This design comes from an exercise in tuning for small area, a short achievable clock period and few clock cycles on the open sky130 flow, not from production work. In this exercise RTL edits were held to simulation tests only and were not proved equivalent to the original.

// deadlock_avoidance_safety_check_top
module deadlock_avoidance_safety_check_top #(
    parameter int MAX_PROCESSES = dasc_pkg::MAX_PROCESSES_DEF,
    parameter int MAX_RESOURCES = dasc_pkg::MAX_RESOURCES_DEF,
    parameter int COUNT_WIDTH   = dasc_pkg::COUNT_WIDTH_DEF
) (
    input  logic                 clk,
    input  logic                 rst_n,
    input  logic                 cfg_we,
    input  logic [dasc_pkg::CFG_IDX_W-1:0] cfg_index,
    input  logic [dasc_pkg::CFG_W-1:0]     cfg_data,
    input  logic                 item_valid,
    output logic                 item_ready,
    input  logic [2:0]           item_command,
    input  logic [3:0]           item_process_index,
    input  logic [3:0]           item_resource_index,
    input  logic [7:0]           item_amount,
    input  logic                 item_request_last,
    output logic                 result_valid,
    input  logic                 result_ready,
    output logic [1:0]           result_status,
    output logic [3:0]           result_sequence_process,
    output logic                 result_last
);
    localparam int N = 16;
    localparam logic [3:0] S_CLEAR  = 4'd0;
    localparam logic [3:0] S_IDLE   = 4'd1;
    localparam logic [3:0] S_JLOAD  = 4'd2;    
    localparam logic [3:0] S_JUDGE  = 4'd3;
    localparam logic [3:0] S_GRANT  = 4'd4;
    localparam logic [3:0] S_CSTART = 4'd5;    
    localparam logic [3:0] S_CHECK  = 4'd6;
    localparam logic [3:0] S_WAITR  = 4'd7;    
    localparam logic [3:0] S_WAITD  = 4'd8;    
    logic [3:0]  state_q, state_d;
    logic [4:0]  np_cfg_q, nr_cfg_q;
    logic [15:0] np_mask, nr_mask;
    logic [15:0] cur_q;           
  ...
Size: roughly 4900 flip-flops, about 40 I/O pins, ~0.21 mm² of cells after synthesis.
Settings: LEC_CHECK=0, CAP_MARGIN=20, CORE_MARGIN=2, CORE_UTILIZATION=45, SETUP_SLACK_MARGIN=2.5, SLEW_MARGIN=20, TNS_END_PERCENT=10; clock period 6.5 ns.
run.sh (not shown) runs the stock make flow with config.mk's settings and CLKGATE_MAP_FILE= SYNTH_SCRIPT=/design/flow/synth_recipe.tcl, a recipe that flattens the netlist after the stock synthesis.
The starting point finished but failed the layout checks on antenna rules.
Testbench counts at the start, summed over its fixed seeds: cycles 12,388.
Then changed:
--- a/flow/design.v
+++ b/flow/design.v
@@ -86,27 +86,28 @@
     localparam logic [3:0] S_CLEAR  = 4'd0;
     localparam logic [3:0] S_IDLE   = 4'd1;
     localparam logic [3:0] S_JLOAD  = 4'd2;    
     localparam logic [3:0] S_JUDGE  = 4'd3;
     localparam logic [3:0] S_GRANT  = 4'd4;
     localparam logic [3:0] S_CSTART = 4'd5;    
     localparam logic [3:0] S_CHECK  = 4'd6;
     localparam logic [3:0] S_WAITR  = 4'd7;    
     localparam logic [3:0] S_WAITD  = 4'd8;    
     logic [3:0]  state_q, state_d;
-    logic [4:0]  np_cfg_q, nr_cfg_q;
-    logic [15:0] np_mask, nr_mask;
+    logic [15:0] np_mask, nr_mask;    
+    logic [15:0] cfg_mask;
     logic [15:0] cur_q;           
     logic [15:0] jp_q;            
     logic [15:0] gp_q;            
     logic [15:0] rowok_q;         
     logic        ovn_q, ova_q;    
+    logic        ropen_q;         
     logic [15:0] fin_q;           
     logic        prog_q;          
     logic [4:0]  count_q;         
     logic [3:0]  order_q [N];
     logic [2:0]  npend_q;         
     logic [1:0]  dup_q;           
     logic        clean_q;         
     logic        safe_q;          
     logic        spend_q;         
     logic [1:0]  scode_q;
@@ -119,24 +120,21 @@
     logic [7:0]  alloc_q [N][N];
     logic [7:0]  claim_q [N][N];
     logic [7:0]  avail_q [N];
     logic [7:0]  req_q   [N];
     logic [8:0]  work_q  [N];     
     logic [7:0]  rc_q    [N];     
     logic [7:0]  ra_q    [N];     
     always_comb
     begin
         for (int j = 0; j < N; j++)
-        begin
-            np_mask[j] = (j == 0) || ({1'b0, np_cfg_q} > 6'(j));
-            nr_mask[j] = (j == 0) || ({1'b0, nr_cfg_q} > 6'(j));
-        end
+            cfg_mask[j] = (j == 0) || ({1'b0, cfg_data} > 6'(j));
     end
     logic st_clear, st_idle, st_jload, st_judge, st_grant, st_cstart, st_check, st_waitr, st_waitd;
     logic st_run;
     assign st_clear  = (state_q == S_CLEAR);
     assign st_idle   = (state_q == S_IDLE);
     assign st_jload  = (state_q == S_JLOAD);
     assign st_judge  = (state_q == S_JUDGE);
     assign st_grant  = (state_q == S_GRANT);
     assign st_cstart = (state_q == S_CSTART);
     assign st_check  = (state_q == S_CHECK);
@@ -261,21 +259,21 @@
     assign dup_tot    = dup_q + {2'd0, acc_dup_run};
     assign settle     = !emit_act && !spend_q && ((st_check && done) || st_waitd);
     always_comb
     begin
         state_d = state_q;
         case (state_q)
             S_CLEAR: state_d = S_IDLE;
             S_IDLE:
             begin
                 if (acc_check)
-                    state_d = S_CSTART;
+                    state_d = cur_q[0] ? S_CHECK : S_CSTART;
                 else if (acc_judge)
                     state_d = ((cur_q & p_dec) != 16'd0) ? S_JUDGE : S_JLOAD;
             end
             S_JLOAD: state_d = S_JUDGE;
             S_JUDGE:  state_d = S_GRANT;
             S_GRANT:
             begin
                 if (jres)
                     state_d = nsingle ? S_IDLE : S_WAITR;
                 else
@@ -298,34 +296,34 @@
                     state_d = S_IDLE;
             end
             default: state_d = S_IDLE;
         endcase
     end
     always_ff @(posedge clk or negedge rst_n)
     begin
         if (!rst_n)
         begin
             state_q     <= S_CLEAR;
-            np_cfg_q    <= dasc_pkg::CFG_RESET_COUNT;
-            nr_cfg_q    <= dasc_pkg::CFG_RESET_COUNT;
+            np_mask     <= 16'hffff;
+            nr_mask     <= 16'hffff;
             npend_q     <= '0;
             spend_q     <= 1'b0;
             dup_q       <= '0;
             clean_q     <= 1'b0;
             out_valid_q <= 1'b0;
         end
         else
         begin
             if (cfg_we && (cfg_index == dasc_pkg::CFG_NUM_PROCESSES))
-                np_cfg_q <= cfg_data;
+                np_mask <= cfg_mask;
             if (cfg_we && (cfg_index == dasc_pkg::CFG_NUM_RESOURCES))
-                nr_cfg_q <= cfg_data;
+                nr_mask <= cfg_mask;
             out_valid_q <= (out_valid_q && !result_ready) || emit_load || judge_load;
             if (settle)
                 npend_q <= 3'd1 + dup_tot;
             else
                 npend_q <= npend_q - {2'd0, emit_end} + {2'd0, acc_dup_idle};
             spend_q <= (spend_q && !sload) || (nsingle && !direct);
             if (settle)
                 dup_q <= '0;
             else
                 dup_q <= dup_tot;
@@ -335,31 +333,35 @@
                 clean_q <= 1'b1;
             state_q <= state_d;
         end
     end
     always_ff @(posedge clk or negedge rst_n)
     begin
         if (!rst_n)
         begin
             jp_q  <= 16'd1;
             cur_q <= 16'd1;
+            ropen_q <= 1'b0;
         end
         else
         begin
             if (wr_req)
-                jp_q <= p_dec;
+            begin
+                jp_q    <= p_dec;
+                ropen_q <= !item_request_last;
+            end
             if (acc_check || st_judge)
                 cur_q <= 16'd1;
             else if (step && !done)
                 cur_q <= next_sel;
             else if (st_idle || step || st_waitd || jres || st_waitr)
-                cur_q <= wr_req ? p_dec : jp_q;
+                cur_q <= wr_req ? p_dec : (ropen_q ? jp_q : 16'd1);
         end
     end
     always_ff @(posedge clk)
     begin
         if (st_judge)
         begin
             ovn_q <= over_need;
             ova_q <= over_avail;
         end
         if (st_grant)
Outcome: The changed run finished with timing, DRC and antenna clean; design area rose by 3.4%; die area rose by 5.1%; routed wire length rose by 3.7%; area after synthesis rose by 5.1%; register-to-register slack loses 0.13 ns; global-route usage fell by 0.74 points; maximum frequency is about the same; worst setup slack gains 0.0097 ns; sequential share of layout area fell by 1.7 points; clock skew fell by 0.044 ns; final cell count rose by 8.5%; core utilization fell by 0.79 points; first-iteration DRC count rose by 6.5%.
Testbench counts after the change, summed over its fixed seeds: cycles 12,357.

[separate check: timing with driven ports]
Ports are ideal in the flow. The routed layouts listed here were re-timed in OpenROAD. Step 1 sets driving cells, clkbuf_16 on the clock port and buf_2 on the other inputs (assumed; they add their load-dependent delay and slew). Step 2, shift: input delay + t, output delay - t, t = (earliest + latest rising clock arrival at the registers) / 2. This alone moves slack from input paths to output paths. Three values: ideal ports, drivers, drivers and shift; two values: the first two.
run | shift t [ns] | setup slack, ns | worst hold slack (ns)
the first run | 1.203 | 2.007 / 1.887 / 0.914 | 0.371 / 0.269 / 0.406
the second run | 1.227 | 2.017 / 1.882 / 0.782 | 0.293 / 0.229 / 0.436
The setup slack of the second run, which loses most, moves by -0.135 ns with the drivers and by -1.235 ns with both steps.
